Source: an optimization exercise on an open RTL-to-GDS flow (aim: small area, a short achievable clock period and few clock cycles per item). Production flows keep margins and buffers that such runs may drop.
Function was checked by simulation only, so behaviour that the tests miss may differ from the original.
Power is estimated from default activity; no workload was simulated.

Setup of run P:
// bmp_stream_to_rgba_decoder
module bmp_stream_to_rgba_decoder (
    input  wire logic           aclk,
    input  wire logic           aresetn,
    input  wire logic           s_tvalid,
    output logic                s_tready,
    input  wire logic [7:0]     s_tdata,
    input  wire logic           s_tlast,
    output logic                m_tvalid,
    input  wire logic           m_tready,
    output logic [87:0]         m_tdata,
    output logic [1:0]          m_tuser,
    output logic                m_tlast
);
    localparam int N  = 3;
    localparam logic [1:0] T_PIX  = 2'b00;    
    localparam logic [1:0] T_EOL  = 2'b01;    
    localparam logic [1:0] T_LAST = 2'b11;    
    localparam logic [1:0] T_INFO = 2'b10;    
    logic           ph_hdr, ph_skip, ph_pix, ph_pad, ph_ign;
    logic [5:0]     pos;         
    logic [18:0]    off_hi;      
    logic           off_hi_z;    
    logic [12:0]    w;
    logic [12:0]    h;           
    logic           hz, ho;      
    logic           sig_ok, info_ok, fmt_ok, wide;
    logic           eol_f;       
    logic           last_f;      
    logic           has_pad;     
    logic           w_sz;        
    logic           w_big;       
    logic           h_sz;        
    logic           h_big;       
    logic           off_lt;      
    logic           off_eq;      
    logic [12:0]    col;         
    logic [31:0]    q_data [0:N-1];
    logic [1:0]     q_tag  [0:N-1];
    logic [N-1:0]   wr_sel, rd_sel;
    logic [N-1:0]   occ;         
    logic           full, nonempty, ready;
    assign full     = occ[N-1];
    assign nonempty = occ[0];
    logic           o_valid;
    logic [1:0]     o_kind;
    logic           o_last;
    logic [2:0]     o_err;
    logic [12:0]    o_w, o_h;
    logic [11:0]    o_x, o_y;
    logic [7:0]     o_r, o_g, o_b, o_a;
    logic           o_bu, o_eol;
    logic           o_first;     
    logic acc, push, pop;
    assign s_tready = ready;     
    assign acc      = s_tvalid && !full;
    assign pop      = nonempty && (!o_valid || m_tready);
    logic [1:0]  bip;
    logic [31:0] off;
    assign bip = pos[1:0];
    assign off = {off_hi, col};
    logic        v_bad, hdr_bad;
  ...
export LEC_CHECK = 0
export CAP_MARGIN = 20
export CORE_MARGIN = 2
export CORE_UTILIZATION = 70
export CTS_CLUSTER_DIAMETER = 100
export CTS_CLUSTER_SIZE = 30
export PLACE_DENSITY = 0.8
export SETUP_SLACK_MARGIN = 3.5
export SLEW_MARGIN = 20
create_clock -name core_clock -period 6.0 [get_ports {aclk}]
standard.sh (not shown) runs the stock make flow with config.mk's settings and CLKGATE_MAP_FILE= SYNTH_SCRIPT=/design/flow/synth_recipe.tcl, a recipe that flattens the netlist after the stock synthesis.
==> flow/flow/run.sh <==
#!/bin/bash
# Own layout flow: the standard flow (standard.sh) with one change, the buffer cell put on
# every input and output port (buf_2 instead of the one buffer_ports picks by itself).
# Each tool's output is in orfs/logs/; this script's own output goes to run_flow.log.
set -euo pipefail
bash standard.sh "BUFFER_PORTS_ARGS=-buffer_cell sky130_fd_sc_hd__buf_2" finish > run_flow.log 2>&1
Testbench counts of run P, summed over its fixed seeds: cycles 520,358, bytes 477,256.
### run P -> run D
Settings: PLACE_DENSITY no longer set, was 0.8; SETUP_SLACK_MARGIN now 3.9, was 3.5; CORE_UTILIZATION now 60, was 70.
Results
Run D did not stop at any stage, and its layout met the timing, design-rule and antenna checks.
Looking at worst setup slack across run P and run D, the one that comes out lower is run P.
Sort run P and run D by area overhead of the layout relative to synthesis, descending, and run D comes first.
Taking run P as the reference point, the met1 usage of run D falls by 3.6 points.
Non-clock buffer count went up by more than half going from run P to run D.
Compared with run P, in run D highest achievable clock rate +0.0019 GHz, total detailed-routing wirelength rose 7.8%, total power went up about 3.7%, via count has increased, required time of the critical path rose by 0.03 ns.
Number of buffers on the longest clock path came out exactly the same in run P and run D.
Compared with run P, run D shows a higher flip-flop and latch area.

---

## run B
Starting RTL as in the previous note.
Settings: LEC_CHECK=0, CAP_MARGIN=20, CORE_MARGIN=2, CORE_UTILIZATION=70, CTS_CLUSTER_DIAMETER=100, CTS_CLUSTER_SIZE=30, PLACE_DENSITY=0.9, SETUP_SLACK_MARGIN=3.5, SLEW_MARGIN=20; clock period 6.0 ns.
Scripts as last shown in full above: flow/flow/run.sh
Testbench counts of run B, summed over its fixed seeds: cycles 520,358, bytes 477,256.
Modified inputs, run C compared to run B
- CORE_UTILIZATION: 70 -> 60
- PLACE_DENSITY: 0.9 -> unset
### Flow results
Looking at the reports, run C completed the entire flow and the layout it produced met the timing, design-rule and antenna checks.
Comparing share of total power consumed by net switching for run C and run B, the smaller number came from run C.
Sequential power essentially unchanged between run B and run C.
The lower net switching power came out of run C.
Vias after detailed routing improves in run C relative to run B.
Reported for run C and run B, antenna diode count turned out identical to the last digit.
Between run C and run B, the final-layout clock-cell area share does not differ in any meaningful way.
Global-route usage for run C is lower than for run B.
Setup slack of the worst register-to-register path (lower): run B

[static timing again, ports no longer ideal]
The flow's constraints put no driver on any port. The routed layouts listed below were extracted and timed again, unchanged, in two steps.
Step 1, drivers: a clkbuf_16 drives aclk and a buf_2 each remaining input, both assumed.
Step 2 times the ports against the registers' clock, not the clock port: input delays grow and output delays shrink by t, the midpoint of the rising clock arrivals with the driver on.
a / b / c = no drivers / after step 1 / after step 2; a / b = the first two.
| run | t, ns | setup slack, ns | worst setup path at the end |
|---|---|---|---|
| run P | 0.542 | 3.439 / 3.439 / 3.016 | input to register |
| run D | 0.550 | 3.452 / 3.452 / 3.199 | input to register |
| run B | 0.550 | 3.254 / 3.254 / 3.032 | input to register |
| run C | 0.554 | 3.528 / 3.500 / 3.038 | input to register |
After both steps setup and hold are still met in every run listed. The setup slack of run C, which loses most, moves by -0.028 ns with the drivers and by -0.490 ns with both steps.
